What follows belongs to an exercise in optimizing a design on an open flow for small area, a short achievable clock period and few clock cycles; a production flow would make more cautious choices.
Only simulation tests tie the RTL to the original design; equivalence was not proved.
Power figures rest on the tool's default switching activity, not on a simulated workload.

$ cat design/flow/constraint.sdc
create_clock -name core_clock -period 9.0 [get_ports {clk}]
set_input_delay 1.8000 -clock core_clock [delete_from_list [all_inputs] [get_ports {clk}]]
set_output_delay 1.8000 -clock core_clock [all_outputs]
set_load 0.01 [all_outputs]
$ cat design/flow/flow/run.sh
#!/bin/bash
# Layout flow: the standard ORFS flow (standard synthesis unchanged) with two changes:
# - the buffer put on every input and output port is a plain buf_1 rather than the
#   delay-cell buffer that buffer_ports picks by default (timing repair still resizes it);
# - clock tree synthesis uses clkbuf_8 buffers and inserts no dummy loads.
# Runs in the work folder; make's full output goes to flow_make.log there, and ORFS keeps
# each step's own log under orfs/logs/.
set -euo pipefail
bash standard.sh \
  "BUFFER_PORTS_ARGS=-buffer_cell sky130_fd_sc_hd__buf_1" \
  "CTS_ARGS=-sink_clustering_enable -repair_clock_nets -buf_list sky130_fd_sc_hd__clkbuf_8 -dont_use_dummy_load" \
  finish > flow_make.log 2>&1
$ cat design/flow/standard.sh
#!/bin/bash
# synth_recipe.tcl (not shown) runs the flow's synth.tcl, then flattens the netlist and writes it again
# the make line also repeats each setting of config.mk as NAME=value (left out here)
make -C /OpenROAD-flow-scripts/flow DESIGN_CONFIG=/design/flow/config.mk WORK_HOME=/design/flow/orfs CLKGATE_MAP_FILE= SYNTH_SCRIPT=/design/flow/synth_recipe.tcl "${@:-finish}"
$ cat design/flow/design.v
package upscale_pkg;
    typedef logic [12-1:0] pixel_t;
    typedef logic [$clog2(8*8)-1:0] out_addr_t;
    typedef logic [1:0] win_idx_t;
    typedef logic [3:0] write_mode_t;
    typedef enum logic [1:0] {
        IDLE,
        SCAN,
        DRAIN
    } scan_state_t;
endpackage
`timescale 1ns/1ps
module upscale_top (
    input  logic   clk,
    input  logic   rst,
    input  logic   pix_valid,
    input  upscale_pkg::pixel_t pix_data,
    input  logic   start,
    output logic   busy,
    output logic   done,
    input  logic [2:0]  rd_row,
    output logic [8*12-1:0] rd_data
);
    localparam int PW = 12;
    logic [PW-1:0] live [0:15];
    logic [PW-1:0] live_nx [0:15];
    logic [PW-1:0] snap [0:15];
    logic [3:0]    wr_ptr;
    logic          busy_q;
    logic          zero_q;    
    wire acc_pix   = pix_valid & ~busy_q;
    wire acc_start = start & ~busy_q;
    always_ff @(posedge clk) begin
        if (!rst) begin
            wr_ptr <= '0;
            busy_q <= 1'b0;
            zero_q <= 1'b1;
        end else begin
            if (acc_pix) wr_ptr <= wr_ptr + 4'd1;
            busy_q <= acc_start;
            if (acc_start) zero_q <= 1'b0;
        end
    end
    always_comb begin
        for (int k = 0; k < 16; k++) begin
            live_nx[k] = ({PW{acc_pix && wr_ptr == 4'(k)}} & pix_data)
                       | ({PW{!(acc_pix && wr_ptr == 4'(k))}} & live[k]);
        end
    end
    always_ff @(posedge clk) begin
        for (int k = 0; k < 16; k++) begin
            live[k] <= live_nx[k];
            if (acc_start) snap[k] <= live_nx[k];
        end
    end
    assign busy = busy_q;
    assign done = busy_q;
    logic [3:0] st, sb;
    always_comb begin
        st = '0;
        sb = '0;
        case (rd_row)
            3'd0: begin st[0] = 1'b1; sb[0] = 1'b1; end
            3'd1: begin st[0] = 1'b1; sb[1] = 1'b1; end
            3'd2: begin st[1] = 1'b1; sb[0] = 1'b1; end
            3'd3: begin st[1] = 1'b1; sb[2] = 1'b1; end
            3'd4: begin st[2] = 1'b1; sb[1] = 1'b1; end
            3'd5: begin st[2] = 1'b1; sb[3] = 1'b1; end
            3'd6: begin st[3] = 1'b1; sb[2] = 1'b1; end
            default: begin st[3] = 1'b1; sb[3] = 1'b1; end
        endcase
        if (zero_q) begin
            st = '0;
            sb = '0;
        end
    end
    logic [PW-1:0] tp [0:3];
    logic [PW-1:0] bt [0:3];
    logic [PW+1:0] vs [0:3];
    logic [PW+1:0] vc [0:3];
    logic [PW+1:0] v [0:3];
    for (genvar c = 0; c < 4; c++) begin : g_v
        assign tp[c] = ({PW{st[0]}} & snap[c])     | ({PW{st[1]}} & snap[4+c])
                     | ({PW{st[2]}} & snap[8+c])   | ({PW{st[3]}} & snap[12+c]);
        assign bt[c] = ({PW{sb[0]}} & snap[c])     | ({PW{sb[1]}} & snap[4+c])
                     | ({PW{sb[2]}} & snap[8+c])   | ({PW{sb[3]}} & snap[12+c]);
        assign vs[c] = {1'b0, tp[c], 1'b0} ^ {2'b0, tp[c]} ^ {2'b0, bt[c]};
        assign vc[c] = ((({1'b0, tp[c], 1'b0} & {2'b0, tp[c]}) | ({1'b0, tp[c], 1'b0} & {2'b0, bt[c]})
                        | ({2'b0, tp[c]} & {2'b0, bt[c]}))) << 1;
        assign v[c]  = vs[c] + vc[c];
    end
    logic [PW+3:0] hs [1:6];
    logic [PW+3:0] hc [1:6];
    logic [PW+3:0] h [1:6];
    logic [PW+1:0] hl [1:6];
    logic [PW+1:0] hr [1:6];
    assign hl[1] = v[0]; assign hr[1] = v[1];
    assign hl[2] = v[1]; assign hr[2] = v[0];
    assign hl[3] = v[1]; assign hr[3] = v[2];
    assign hl[4] = v[2]; assign hr[4] = v[1];
    assign hl[5] = v[2]; assign hr[5] = v[3];
    assign hl[6] = v[3]; assign hr[6] = v[2];
    for (genvar j = 1; j <= 6; j++) begin : g_h
        assign hs[j] = {1'b0, hl[j], 1'b0} ^ {2'b0, hl[j]} ^ {2'b0, hr[j]};
        assign hc[j] = ((({1'b0, hl[j], 1'b0} & {2'b0, hl[j]}) | ({1'b0, hl[j], 1'b0} & {2'b0, hr[j]})
                        | ({2'b0, hl[j]} & {2'b0, hr[j]}))) << 1;
        assign h[j]  = hs[j] + hc[j];
    end
    assign rd_data[0*PW +: PW] = v[0][PW+1:2];
    assign rd_data[1*PW +: PW] = h[1][PW+3:4];
    assign rd_data[2*PW +: PW] = h[2][PW+3:4];
    assign rd_data[3*PW +: PW] = h[3][PW+3:4];
    assign rd_data[4*PW +: PW] = h[4][PW+3:4];
    assign rd_data[5*PW +: PW] = h[5][PW+3:4];
    assign rd_data[6*PW +: PW] = h[6][PW+3:4];
    assign rd_data[7*PW +: PW] = v[3][PW+1:2];
endmodule
$ cat design/flow/config.mk
export PLATFORM = sky130hd
export DESIGN_NAME = upscale_top
export DESIGN_NICKNAME = upscale_top
export VERILOG_FILES = /design/flow/design.v
export SDC_FILE = /design/flow/constraint.sdc
export NUM_CORES = 4
export LEC_CHECK = 0
export ABC_AREA = 1
export CAP_MARGIN = 20
export CORE_MARGIN = 2
export CORE_UTILIZATION = 40
export SETUP_SLACK_MARGIN = 0.4
export SLEW_MARGIN = 20
==> notes.md, run 1 <==
- Counting every instance in the synthesized netlist gives 2659.
- The post-synthesis average cell area is 8.79 µm².
- Setup repair after global routing could not meet its margin everywhere.
- The initial utilization of the core area, before any placement, comes to 0.405.
- In this run the cell area measured after placement is 25100 µm².
- The floorplan step defined a core boundary enclosing 57700 µm².
- In this run the static leakage power is 12.4 nW.
- The flip-flop and latch count after synthesis is 390.
- For this block, the routed nets add up to 65200 µm of wire.
- The first global-routing pass estimated 99400 µm of wire.
- The number of max-slew violations in the final report is 0.
- Setup slack closes at 0.602 ns.
- The floorplan has 88 rows.
- The max-capacitance violation count is 0.
- The number of cells on the worst hold path is 2.
- The post-layout minimum cycle time is 8.40 ns.
- The global-route congestion overflow total is 0.
- For the worst flop-to-flop path, the logic depth is 5.
- The clock net in this run drives a total of 390 sinks.
- The chip height is 246 µm.
- The largest net degree at the start of global routing is 167.
- Routability-driven placement finished with a final weighted congestion of 0.946.
- The number of global-route vias before repair came to 17795.
- The detailed router finished its first iteration with 1599 violations.
- The cell area after layout is 27100 µm².
- The die covers 60400 µm².
- The portion of synthesized cell area occupied by the leading cell type is 0.247.
- The most frequently used flop master after synthesis is sky130_fd_sc_hd__dfxtp_1.
- The warning count from the yosys run is 14.
- Counting every net in the synthesized netlist gives 2894.
- For the final database, setup skew stands at 0.0511 ns.
- The later-pin clock latency in the skew report is 0.59 ns.
- The path type of the worst min-delay path is reg -> reg.
- Relative to the synthesized area, the layout overhead comes to 16.0%.
- The number of iterations in the first detailed-routing pass is 6.
- Before CTS, the worst setup slack after placement is -0.125 ns.
- IR analysis of the VDD net gives a maximum drop of 0.285 mV.
- Power spread over the standard cell area amounts to 247 nW/µm².
- The share of the cycle needed by the critical path after routing is 0.933.
- The routed layout has 18936 vias.
- The hold violation count in the final report is 0.
- The DRC violations left is 0.
- The root buffer cell is sky130_fd_sc_hd__clkbuf_8.
- In this run the worst path has a maximum fanout of 8.
- Among all stages on the critical path, the largest delay is contributed by sky130_fd_sc_hd__fa_1.
- Among the stages of the critical path, the cell type that occurs most often is sky130_fd_sc_hd__nand2_1.
- The max-slew headroom at the worst pin is 0.271.
- The transition at the pin with the smallest max-transition slack is 1.09 ns.
- The slack of the worst reg-to-reg path is 6.42 ns.
- The number of antenna violations at the first check in global routing came to 1.
- The count of endpoints failing setup in the final report is 0.
- On the worst path, the slowest cell contributes a delay of 0.50 ns.
- For this run, the register share of the synthesized area comes to 0.416.
- The number of buffers inserted by port buffering is 116.
- The overall global routing resource usage is 0.209.
- The worst setup path is launched from an input port.
- Data arrives at the worst endpoint at 6.60 ns.
- The I/O pin count is 117.
- The hold slack is 0.468 ns.
- Overall power consumption after layout is estimated at 6.70 mW.
- The category of the most critical setup path is in -> out.
- Of the cells placed in the final design, the portion with a size suffix greater than 1 is 0.149.
- The count of antenna-violating nets left after detailed routing is 0.
- The net count reported at finish is 3102.
- The floorplan step set the die width to 246 µm.
- The number of buffers inserted by hold repair at cts is 0.
- The peak clock frequency supported by timing is 119 MHz.
- The number of unique standard cell types used by synthesis is 59.
- The required time at the worst-slack endpoint is 7.20 ns.
- The post-synthesis instance area is 23400 µm².
- The synthesized design contains 192 enable-type register cells.
- By area the synthesized netlist is led by sky130_fd_sc_hd__edfxtp_1 25%, sky130_fd_sc_hd__dfxtp_1 17%, sky130_fd_sc_hd__ha_1 7.4%.
- The synthesized design spends more area on one cell type than any other, namely sky130_fd_sc_hd__edfxtp_1.
- TritonCTS built the clock tree.
- The wire length per cell is 18.0 µm.
- The clock transition at the registers of the reported paths is 0.06 ns.
- The per-cell via count in the routed design is 5.22.
- The element type at the critical path end is a primary output.
- Summed over all nets, the half-perimeter wirelength after detailed placement is 49400 µm.
- The H-tree depth is 2.
- The proportion of synthesized flip-flops having asynchronous set or reset is 0.
- The number of clock buffers inserted by TritonCTS is 51.
- The run finished with no timing, DRC or antenna violations.
- The worst-case clock buffer depth is 3.
## Yosys cell counts (6+ instances only)
| library cell | count |
|---|---|
| sky130_fd_sc_hd__a32o_1 | 9 |
| sky130_fd_sc_hd__xnor2_1 | 24 |
| sky130_fd_sc_hd__o21ai_1 | 6 |
| sky130_fd_sc_hd__clkbuf_1 | 47 |
| sky130_fd_sc_hd__a21boi_0 | 16 |
| sky130_fd_sc_hd__inv_1 | 404 |
| sky130_fd_sc_hd__edfxtp_1 | 192 |
| sky130_fd_sc_hd__inv_2 | 15 |
| sky130_fd_sc_hd__dfxtp_1 | 198 |
| sky130_fd_sc_hd__nor3_1 | 23 |
| sky130_fd_sc_hd__buf_4 | 7 |
| sky130_fd_sc_hd__a31oi_1 | 8 |
| sky130_fd_sc_hd__a21o_1 | 18 |
| sky130_fd_sc_hd__a221oi_1 | 43 |
| sky130_fd_sc_hd__fa_1 | 78 |
| sky130_fd_sc_hd__o21bai_1 | 10 |
| sky130_fd_sc_hd__o22ai_1 | 76 |
| sky130_fd_sc_hd__nand2_1 | 418 |
| sky130_fd_sc_hd__nor2_1 | 256 |
| sky130_fd_sc_hd__xor2_1 | 98 |
| sky130_fd_sc_hd__nor2_2 | 7 |
| sky130_fd_sc_hd__nand4_1 | 11 |
| sky130_fd_sc_hd__nand2_2 | 14 |
| sky130_fd_sc_hd__nand3_1 | 69 |
| sky130_fd_sc_hd__xor2_2 | 8 |
| sky130_fd_sc_hd__o21ai_0 | 95 |
| sky130_fd_sc_hd__a21oi_1 | 250 |
| sky130_fd_sc_hd__ha_1 | 138 |
| sky130_fd_sc_hd__a221oi_2 | 12 |
| sky130_fd_sc_hd__buf_2 | 22 |
## worst max-delay path: cells and delay by family
kind	cells	cell delay, ns
AND/OR/NAND/NOR	12	1.29
adder cells (fa/ha/maj)	3	1.09
AO/OA/AOI/OAI	7	1.00
buffers and inverters	9	0.93
XOR/XNOR	3	0.48
## kinds of logic after synthesis
| family | after synthesis | synth area share |
|---|---|---|
| buffers and inverters | 505 | 0.0853 |
| AOI/OAI and AO/OA | 594 | 0.159 |
| adders and majority gates | 216 | 0.141 |
| xor gates and xnor gates | 130 | 0.0513 |
| DFF | 390 | 0.416 |
| and+or+nand+nor | 824 | 0.147 |
## worst paths after layout
check,from,to
worst max-delay path,rd_row[1],rd_data[58]
worst min-delay path,live[2][3],live[2][3]
worst max register to register,busy_q,snap[11][2]
worst min register to register,live[2][3],live[2][3]
## sequential cells by signal (all words and copies together), names as in the netlist
name,count
busy_q,1
live,192
snap,192
wr_ptr,4
zero_q,1
## power by group
group	switching (mW)	internal [mW]	total, mW
sequential	0.0741	2.08	2.16
clock	0.558	0.500	1.06
combinational	2.17	1.31	3.48
total	2.80	3.90	6.70
## metrics by stage
stage | util | instances | TNS [ns]
after floorplan | - | 2659 | 0
after global placement | 0.435 | 3544 | -0.0303
after detailed placement | 0.435 | 3544 | -0.133
after CTS | 0.452 | 3598 | 0
after global routing | 0.470 | 3631 | 0
final | 0.470 | 3631 | 0
## placed cells by master, fill, tap and decap left out, drive strengths merged, types with 80 or more instances in the layout
cell / n
dfxtp: 198
xor2: 106
nor2: 270
o21ai: 104
o22ai: 80
ha: 138
edfxtp: 192
nand2: 432
a21oi: 254
buf: 231
inv: 422
## final cells by class
| type | count | area [µm²] |
|---|---|---|
| inverters | 422 | 1600 |
| multi-input cells | 1764 | 12600 |
| flip-flops and latches | 390 | 9730 |
| well taps | 765 | 957 |
| fillers | 5462 | 30600 |
| repair buffers | 238 | 1530 |
| diodes | 1 | 2.50 |
| clock buffers | 51 | 702 |
## repair_timing
action                                  CTS  global route
cloned                                    0             1
pin swaps                                 4            39
buffers inserted                          3            31
resized for setup                        46           164
endpoints found under the setup margin   41            44
## metal layers
metal  vias to the layer above  global-route usage  share of wire
met5                         -                   0              0
met4                         0              0.0556          0.027
met3                       108              0.0206          0.058
met2                       630               0.331           0.44
met1                      8941               0.305           0.47
li1                       9257                   -              -
Testbench counts, summed over its fixed seeds: cycles 6,528.
==> run 2, diff against run 1 <==
--- a/design/flow/config.mk
+++ b/design/flow/config.mk
@@ -10,4 +10,3 @@
 export CORE_MARGIN = 2
 export CORE_UTILIZATION = 40
-export SETUP_SLACK_MARGIN = 0.4
 export SLEW_MARGIN = 20
==> run 2 against run 1 <==
Effect of this change:
- sequential share of layout area rose by 1.2 points
- via count shrank 1.2%
- non-clock buffer count is 27 lower
- cell count shrank 0.74%
- largest cell class unchanged
- largest power group unchanged
==> notes.md, run 2 <==
- The run finished with no timing, DRC or antenna violations.
- The synthesized net count came to 2894 (unchanged).
- The power per cell area is 247 nW/µm² (about the same).
- The post-layout minimum cycle time came to 8.62 ns (+0.220 ns).
- The combinational power share is 0.503 (-0.017).
- The number of buffers inserted by hold repair at cts is 0 (unchanged).
- The post-synthesis instance area is 23400 µm² (unchanged).
- The total negative slack was 0 ns (unchanged).
- Ranked by total cell area, the synthesized netlist is headed by sky130_fd_sc_hd__edfxtp_1 25%, sky130_fd_sc_hd__dfxtp_1 17%, sky130_fd_sc_hd__ha_1 7.4%.
- The number of buffers inserted by port buffering is 116 (unchanged).
- The routability congestion estimate from global placement is 0.946 (unchanged).
- The area of the placeable core was 57700 µm² (unchanged).
- The wire length per cell came to 17.7 µm (-1.4%).
- The fraction of power spent switching nets is 0.421 (+0.00196).
- The peak ir drop on the vdd network came to 0.287 mV (+0.60%).
- The critical-path cell with the highest stage delay is sky130_fd_sc_hd__fa_1.
- The category of the most critical setup path is in -> out.
- The path type of the worst min-delay path is reg -> reg.
- The count of placed standard cells including taps was 3544 (unchanged).
- The DRC violations left is 0 (unchanged).
- The non-filler instance count after layout is 3604 (-0.74%).
- The largest net degree at the start of global routing is 167 (unchanged).
- STA classifies the critical path endpoint as a primary output.
- The biggest cell delay along the critical path is 0.47 ns (-0.03 ns).
- The transition at the pin with the smallest max-transition slack was 1.00 ns (-0.0906 ns).
- The number of iterations in the first detailed-routing pass is 6 (unchanged).
- The internal power was 3.75 mW (-3.8%).
- The hold violation count in the final report was 0 (unchanged).
- The global-route congestion overflow total is 0 (unchanged).
- The largest registers in the layout are live x192, snap x192, wr_ptr x4.
- The count of routing violations after the opening detailed-route iteration was 1463 (-8.5%).
- The multi-input logic area came to 12000 µm² (-5.0%).
- The most frequent cell on the critical path is sky130_fd_sc_hd__nand2_1.
- The leading cell type in the layout, fill and taps excluded is sky130_fd_sc_hd__nand2_1.
- The final routed wirelength across all metal layers is 63800 µm (-2.1%).
- The overall global routing resource usage is 0.208 (-0.000873).
- The clock tree from TritonCTS is built.
- The total of fill cells in the finished design is 5553 (+1.7%).
- The sequential fraction of design power is 0.333 (+0.011).
- The cell sitting at the root of the clock tree is a sky130_fd_sc_hd__clkbuf_8.
- The number of clock sinks is 390 (unchanged).
- The floorplan row count is 88 (unchanged).
- The worst-case clock buffer depth is 3 (unchanged).
- The register area was 9730 µm² (unchanged).
- The proportion of synthesized flip-flops having asynchronous set or reset was 0 (unchanged).
- The post-synthesis average cell area is 8.79 µm² (unchanged).
- For this run, the leading register cell type out of synthesis is sky130_fd_sc_hd__dfxtp_1.
- The count of antenna-violating nets left after detailed routing is 0 (unchanged).
- The warning count from the yosys run is 14 (unchanged).
- The I/O pin count is 117 (unchanged).
- The later-pin clock latency in the skew report is 0.59 ns (about the same).
- The initial core utilization is 0.405 (unchanged).
- The final design utilization is 0.454 (-0.0158).
- The setup clock skew after layout is 0.0500 ns (-0.00109 ns).
- In the synthesized netlist, the cells that appear most often are 418 x sky130_fd_sc_hd__nand2_1, 404 x sky130_fd_sc_hd__inv_1, 256 x sky130_fd_sc_hd__nor2_1, 250 x sky130_fd_sc_hd__a21oi_1, 198 x sky130_fd_sc_hd__dfxtp_1.
- The max-capacitance violation count is 0 (unchanged).
- The H-tree depth is 2 (unchanged).
- The die footprint is 60400 µm² (unchanged).
- Of all cell types, the one taking the most synthesized area is sky130_fd_sc_hd__edfxtp_1.
- The number of global-route vias before repair is 17700 (-0.53%).
- The library cells used most frequently in the layout, excluding fill and tap cells, are 414 x sky130_fd_sc_hd__nand2_1, 403 x sky130_fd_sc_hd__inv_1, 250 x sky130_fd_sc_hd__nor2_1, 246 x sky130_fd_sc_hd__a21oi_1, 198 x sky130_fd_sc_hd__dfxtp_1.
- The most numerous cell in the Yosys netlist is sky130_fd_sc_hd__nand2_1.
- The number of unique standard cell types used by synthesis is 59 (unchanged).
- The power consumption came to 6.47 mW (-3.4%).
- The leakage power is 12.2 nW (-1.9%).
- The number of max-slew violations in the final report came to 0 (unchanged).
- The clock transition at the registers of the reported paths is 0.06 ns (about the same).
- The portion of synthesized cell area occupied by the leading cell type is 0.247 (unchanged).
- The chip height is 246 µm (unchanged).
- The power spent charging and discharging nets is 2.72 mW (-3.0%).
- The total number of vias is 18700 (-1.2%).
- The maximum fanout count along the critical path came to 11 (+3).
- Compared with the post-synthesis result, the final layout area differs by 12.1%.
- The type of element launching the critical path is an input port.
- The number of clock buffers inserted by TritonCTS was 51 (unchanged).
- The placed wire-length estimate was 49400 µm (unchanged).
- The peak clock frequency supported by timing is 116 MHz (-2.6%).
- The flip-flop and latch count after synthesis is 390 (unchanged).
- The global-route wire length before repair came to 99000 µm (-0.44%).
- The number of antenna violations at the first check in global routing came to 1 (unchanged).
- The max-slew headroom at the worst pin was 0.330 (+0.0597).
- The per-cell via count in the routed design is 5.19 (-0.51%).
- The required time at the worst-slack endpoint came to 7.20 ns (about the same).
- The number of synthesized flops with an enable pin is 192 (unchanged).
- The arrival time at the worst endpoint came to 6.82 ns (+0.22 ns).
- The number of instances in the synthesized netlist is 2659 (unchanged).
- The part of the power in the clock network is 0.164 (+0.006).
- The share of the cycle needed by the critical path after routing came to 0.958 (+0.0245).
- The net count reported at finish is 3075 (-0.87%).
- The count of endpoints failing setup in the final report was 0 (unchanged).
- The width of the die is 246 µm (unchanged).
- The sequential cell area fraction in the yosys report is 0.416 (unchanged).
- The layout cell share with drive strength beyond 1 is 0.102 (-0.0469).
==> run 2: cell counts after synthesis <==
Identical to the previous run, type by type.
==> run 2: area by class of cell <==
type                       count  area share
timing repair buffer         211      0.0478
sequential                   390       0.371
multi-input combinational   1764       0.457
clock buffer                  51      0.0268
tap                          765      0.0365
inverter                     422      0.0609
antenna                        1   0.0000955
==> run 2: kinds of logic after synthesis <==
| kind of cell | Yosys count | synth area share |
|---|---|---|
| adders and majority gates | 216 | 0.141 |
| DFF | 390 | 0.416 |
| and+or+nand+nor | 824 | 0.147 |
| xor gates and xnor gates | 130 | 0.0513 |
| AOI/OAI and AO/OA | 594 | 0.159 |
| buffers and inverters | 505 | 0.0853 |
==> run 2: what timing repair did <==
action	4_1_cts	5_1_grt
pin swaps	0	8
resized for setup	1	63
endpoints found under the setup margin	2	35
buffers inserted	0	8
gates cloned	0	0
==> run 2: worst paths after layout <==
check                                 from          end  slack (ns)  cells past startpoint
worst min register to register  live[0][1]   live[0][1]        0.46                      2
worst min-delay path            live[0][1]   live[0][1]        0.46                      2
worst max-delay path             rd_row[1]  rd_data[81]        0.38                     30
worst max register to register      busy_q  snap[11][9]        6.42                      5
==> run 2: per-stage QoR <==
stage / instance area, µm² / hold slack (ns) / worst slack, ns
final: 26200 / 0.464 / 0.382
after CTS: 25800 / 0.469 / 0.0501
after detailed placement: 25100 / 0.454 / -0.125
after global routing: 26200 / 0.489 / -0.0169
after floorplan: 23400 / 0.431 / 0.543
after global placement: 25100 / 0.442 / -0.0303
==> run 2: power groups by stage <==
stage	combinational, mW	clock, mW	sequential, mW
floorplan	2.24	0	2.17
global placement	3.15	0	2.18
detailed placement	3.19	0	2.19
CTS	3.21	1.09	2.15
global route	3.67	1.15	2.17
finish	3.26	1.06	2.15
==> run 2: critical path, delay by kind of cell <==
kind | cells | cell delay [ns]
and+or+nand+nor | 9 | 0.87
adders and majority gates | 4 | 1.45
buffers and inverters | 9 | 0.97
xor gates and xnor gates | 2 | 0.48
AOI/OAI and AO/OA | 6 | 1.22
==> run 2: per-layer routing <==
layer	track usage	up-vias	share of wire	routed length [µm]
li1	-	9210	-	-
met2	0.326	604	0.44	28200
met4	0.0597	0	0.023	1490
met1	0.305	8796	0.48	30300
met3	0.0207	90	0.059	3770
met5	0	-	0	0
==> run 3, diff against run 2 <==
==> design/flow/flow/run.sh (replaced) <==
#!/bin/bash
# Layout flow: the standard ORFS flow (standard synthesis unchanged) with two changes:
# - the buffer put on every input and output port is a plain buf_1 rather than the
#   delay-cell buffer that buffer_ports picks by default (timing repair still resizes it);
# - clock tree synthesis uses clkbuf_4 buffers and inserts no dummy loads.
# Runs in the work folder; make's full output goes to flow_make.log there, and ORFS keeps
# each step's own log under orfs/logs/.
set -euo pipefail
bash standard.sh \
  "BUFFER_PORTS_ARGS=-buffer_cell sky130_fd_sc_hd__buf_1" \
  "CTS_ARGS=-sink_clustering_enable -repair_clock_nets -buf_list sky130_fd_sc_hd__clkbuf_4 -dont_use_dummy_load" \
  finish > flow_make.log 2>&1
==> run 3 against run 2 <==
Effect of this change:
- still clean
- via count is 1.0% higher
- register-to-register slack is essentially flat
- sequential share of layout area is 0.11 points higher
- cell count grew 0.92%
- cell area shrank 0.30%
- routed wire length increased by 0.39%
- worst hold slack got worse by 0.0020 ns
- synthesized cell count unchanged
- maximum frequency rose by 0.18%
- combinational power barely moved
- clock skew grew 0.034 ns
- critical path type unchanged
- largest cell class unchanged
- largest power group unchanged
- highest routed layer unchanged
==> notes.md, run 3 <==
- The post-layout minimum cycle time is 8.60 ns (-0.0156 ns).
- The combinational power share is 0.508 (+0.005).
- Leaving out fill and tap cells, the most frequent cell in the layout is sky130_fd_sc_hd__nand2_1.
- The number of max-slew violations in the final report is 0 (unchanged).
- The power per cell area is 245 nW/µm² (-0.74%).
- The power spent charging and discharging nets is 2.73 mW (+0.50%).
- The internal power came to 3.67 mW (-2.2%).
- The routability congestion estimate from global placement is 0.946 (unchanged).
- The area of the placeable core is 57700 µm² (unchanged).
- The post-synthesis to final-layout area growth is 11.8%.
- The overall global routing resource usage is 0.211 (+0.00229).
- The fraction of power spent switching nets is 0.427 (+0.00652).
- The per-cell via count in the routed design was 5.19 (+0.10%).
- The global-route congestion overflow total is 0 (unchanged).
- The total number of vias is 18891 (+1.0%).
- The transition at the pin with the smallest max-transition slack is 1.06 ns (+0.0592 ns).
- The number of global-route vias before repair is 17897 (+1.1%).
- The share of the cycle needed by the critical path after routing is 0.956 (-0.00173).
- The dominant cell type by area after synthesis is sky130_fd_sc_hd__edfxtp_1.
- The post-synthesis average cell area is 8.79 µm² (unchanged).
- The width of the die is 246 µm (unchanged).
- The worst-case clock buffer depth is 3 (unchanged).
- The portion of synthesized cell area occupied by the leading cell type was 0.247 (unchanged).
- The category of the most critical setup path is in -> out.
- The DRC violations left is 0 (unchanged).
- The max-capacitance violation count is 0 (unchanged).
- The number of iterations in the first detailed-routing pass is 5 (-1).
- The flow ran to the end and the layout has no timing, DRC or antenna violations.
- The placement-stage cell area was 25100 µm² (unchanged).
- The number of antenna violations at the first check in global routing is 1 (unchanged).
- In the final layout, the registers with the most flip-flops are live x192, snap x192, wr_ptr x4.
- The leakage power was 12.2 nW (+0.12%).
- The later-pin clock latency in the skew report is 0.77 ns (+0.18 ns).
- The flip-flop and latch count after synthesis is 390 (unchanged).
- The post-synthesis instance area is 23400 µm² (unchanged).
- By count the netlist is led by 418 x sky130_fd_sc_hd__nand2_1, 404 x sky130_fd_sc_hd__inv_1, 256 x sky130_fd_sc_hd__nor2_1, 250 x sky130_fd_sc_hd__a21oi_1, 198 x sky130_fd_sc_hd__dfxtp_1.
- The number of clock buffers inserted by TritonCTS is 83 (+63%).
- The number of buffers inserted by hold repair at cts was 0 (unchanged).
- The number of instances in the synthesized netlist came to 2659 (unchanged).
- The biggest cell delay along the critical path is 0.47 ns (about the same).
- The count of endpoints failing setup in the final report was 0 (unchanged).
- The setup clock skew after layout was 0.0837 ns (+0.0338 ns).
- The die footprint is 60400 µm² (unchanged).
- The slack of the worst reg-to-reg path is 6.41 ns (about the same).
- The hold slack is 0.462 ns (-0.00197 ns).
- The peak ir drop on the vdd network was 0.284 mV (-1.0%).
- The placed wire-length estimate is 49400 µm (unchanged).
- The number of unique standard cell types used by synthesis came to 59 (unchanged).
- The hold violation count in the final report is 0 (unchanged).
- The largest net degree at the start of global routing is 167 (unchanged).
- The layout cell share with drive strength beyond 1 is 0.112 (+0.00966).
- The top cell types in the final layout, fill and taps aside, are 415 x sky130_fd_sc_hd__nand2_1, 403 x sky130_fd_sc_hd__inv_1, 250 x sky130_fd_sc_hd__nor2_1, 246 x sky130_fd_sc_hd__a21oi_1, 198 x sky130_fd_sc_hd__dfxtp_1.
- The warning count from the yosys run is 14 (unchanged).
- The global-route wire length before repair was 99400 µm (+0.43%).
- The number of clock sinks is 390 (unchanged).
- The required time at the worst-slack endpoint is 7.20 ns (about the same).
- The number of buffers inserted by port buffering was 116 (unchanged).
- TritonCTS built the clock tree.
- The final routed wirelength across all metal layers is 64100 µm (+0.39%).
- The max-slew headroom at the worst pin is 0.291 (-0.0387).
- The type of element launching the critical path is an input port.
- The synthesized net count was 2894 (unchanged).
- The chip height is 246 µm (unchanged).
- The net count reported at finish came to 3107 (+1.0%).
- The proportion of synthesized flip-flops having asynchronous set or reset came to 0 (unchanged).
- The root buffer cell is sky130_fd_sc_hd__clkbuf_4.
- The cell area after layout is 26100 µm² (-0.30%).
- The arrival time at the worst endpoint is 6.80 ns (-0.02 ns).
- The part of the power in the clock network was 0.155 (-0.009).
- The sequential cell area fraction in the yosys report is 0.416 (unchanged).
- The clock transition at the registers of the reported paths is 0.05 ns (about the same).
- In the post-synthesis netlist, the cell with the most instances is sky130_fd_sc_hd__nand2_1.
- The peak clock frequency supported by timing was 116 MHz (+0.18%).
- The H-tree depth is 3 (+1).
- The element type at the critical path end is a primary output.
- For this run, the leading register cell type out of synthesis is sky130_fd_sc_hd__dfxtp_1.
- The slowest stage of the critical path belongs to the cell sky130_fd_sc_hd__fa_1.
- The count of routing violations after the opening detailed-route iteration is 1370 (-6.4%).
- The initial core utilization is 0.405 (unchanged).
- The count of antenna-violating nets left after detailed routing is 0 (unchanged).
- In the post-synthesis netlist, the biggest area contributors are sky130_fd_sc_hd__edfxtp_1 25%, sky130_fd_sc_hd__dfxtp_1 17%, sky130_fd_sc_hd__ha_1 7.4%.
- The floorplan row count came to 88 (unchanged).
- In this run the worst hold path is classified as reg -> reg.
- The wire length per cell is 17.6 µm (-0.52%).
- The sequential fraction of design power is 0.336 (+0.003).
- The I/O pin count is 117 (unchanged).
- The maximum fanout count along the critical path is 11 (unchanged).
- Counting stages on the worst path, the most repeated cell is sky130_fd_sc_hd__nand2_1.
- The number of synthesized flops with an enable pin is 192 (unchanged).
-- run 3: cell counts after synthesis --
No cell type changed its count.
-- run 3: repair_timing --
item / in CTS / in global routing
resized for setup: 1 / 62
hold endpoints to repair: 0 / 0
setup buffers: 0 / 8
pin swaps: 0 / 8
endpoints found under the setup margin: 2 / 35
-- run 3: cell families after synthesis --
kind of cell	Yosys count	synth area share
xor gates and xnor gates	130	0.0513
adders and majority gates	216	0.141
and+or+nand+nor	824	0.147
buffers and inverters	505	0.0853
DFF	390	0.416
AOI/OAI and AO/OA	594	0.159
-- run 3: critical path, delay by kind of cell --
| family | cells | cell delay (ns) |
|---|---|---|
| AO/OA/AOI/OAI | 6 | 1.22 |
| XOR/XNOR | 2 | 0.48 |
| adder cells (fa/ha/maj) | 4 | 1.45 |
| buffers and inverters | 9 | 0.95 |
| AND/OR/NAND/NOR | 9 | 0.87 |
-- run 3: path summary, 6_finish.rpt --
kind | startpoint | to | cells after the start
setup reg to reg | busy_q | snap[11][1] | 5
hold reg to reg | live[0][1] | live[0][1] | 2
setup / recovery | rd_row[1] | rd_data[81] | 30
hold / removal | live[0][1] | live[0][1] | 2
-- run 3: metal layers --
| layer | GRT usage | vias to the layer above | wire, µm | share of wire |
|---|---|---|---|---|
| met5 | 0 | - | 0 | 0 |
| met4 | 0.0668 | 0 | 1560 | 0.024 |
| met3 | 0.0279 | 91 | 3650 | 0.057 |
| met2 | 0.327 | 643 | 28400 | 0.44 |
| met1 | 0.303 | 8868 | 30500 | 0.48 |
| li1 | - | 9289 | - | - |
-- run 3: through the flow --
stage,setup WS (ns),util,setup TNS [ns],instances,power [mW]
after floorplan,0.543,-,0,2659,4.40
after global placement,-0.0303,0.435,-0.0303,3544,5.33
after detailed placement,-0.125,0.435,-0.133,3544,5.38
after CTS,0.0501,0.446,0,3627,6.39
after global routing,-0.0169,0.453,-0.0310,3636,6.94
final,0.398,0.453,0,3637,6.40
-- run 3: layout make-up --
| class | instances | area (µm²) |
|---|---|---|
| timing repair buffer | 211 | 1250 |
| inverter | 422 | 1600 |
| fill | 5577 | 31600 |
| antenna | 2 | 5.00 |
| clock buffer | 83 | 623 |
| tap | 765 | 957 |
| multi-input combinational | 1764 | 12000 |
| sequential | 390 | 9730 |
-- run 3: power groups by stage --
stage	clock network, mW	registers, mW	logic (mW)
6_report	0.995	2.15	3.25
5_1_grt	1.11	2.17	3.67
4_1_cts	1.03	2.15	3.21
3_5_place_dp	0	2.19	3.19
3_3_place_gp	0	2.18	3.15
2_1_floorplan	0	2.17	2.24

what the ideal ports hide:
How much do the figures lean on ideal ports? The routed layouts below were timed once more, with nothing changed but the port constraints.
Step 1 assumes that a clkbuf_16 drives the clock port and a buf_2 every other input.
Step 2 also shifts input and output timing later by t, the mid clock arrival at the registers, as if the neighbouring blocks saw the same clock.
a / b / c = ideal / step 1 / step 2; a / b = the first two.
run | shift t [ns] | slack for setup (ns) | worst setup path at the end | latest minus earliest clock arrival (ns) | worst slew at a driven data input, ns
run 1 | 0.609 | 0.602 / 0.574 / 0.574 | input to output | 0.060 / 0.059 | 0.04
run 2 | 0.611 | 0.382 / 0.355 / 0.355 | input to output | 0.060 / 0.060 | 0.04
run 3 | 0.772 | 0.398 / 0.370 / 0.370 | input to output | 0.097 / 0.097 | 0.04
After both steps setup and hold are still met in every run listed.
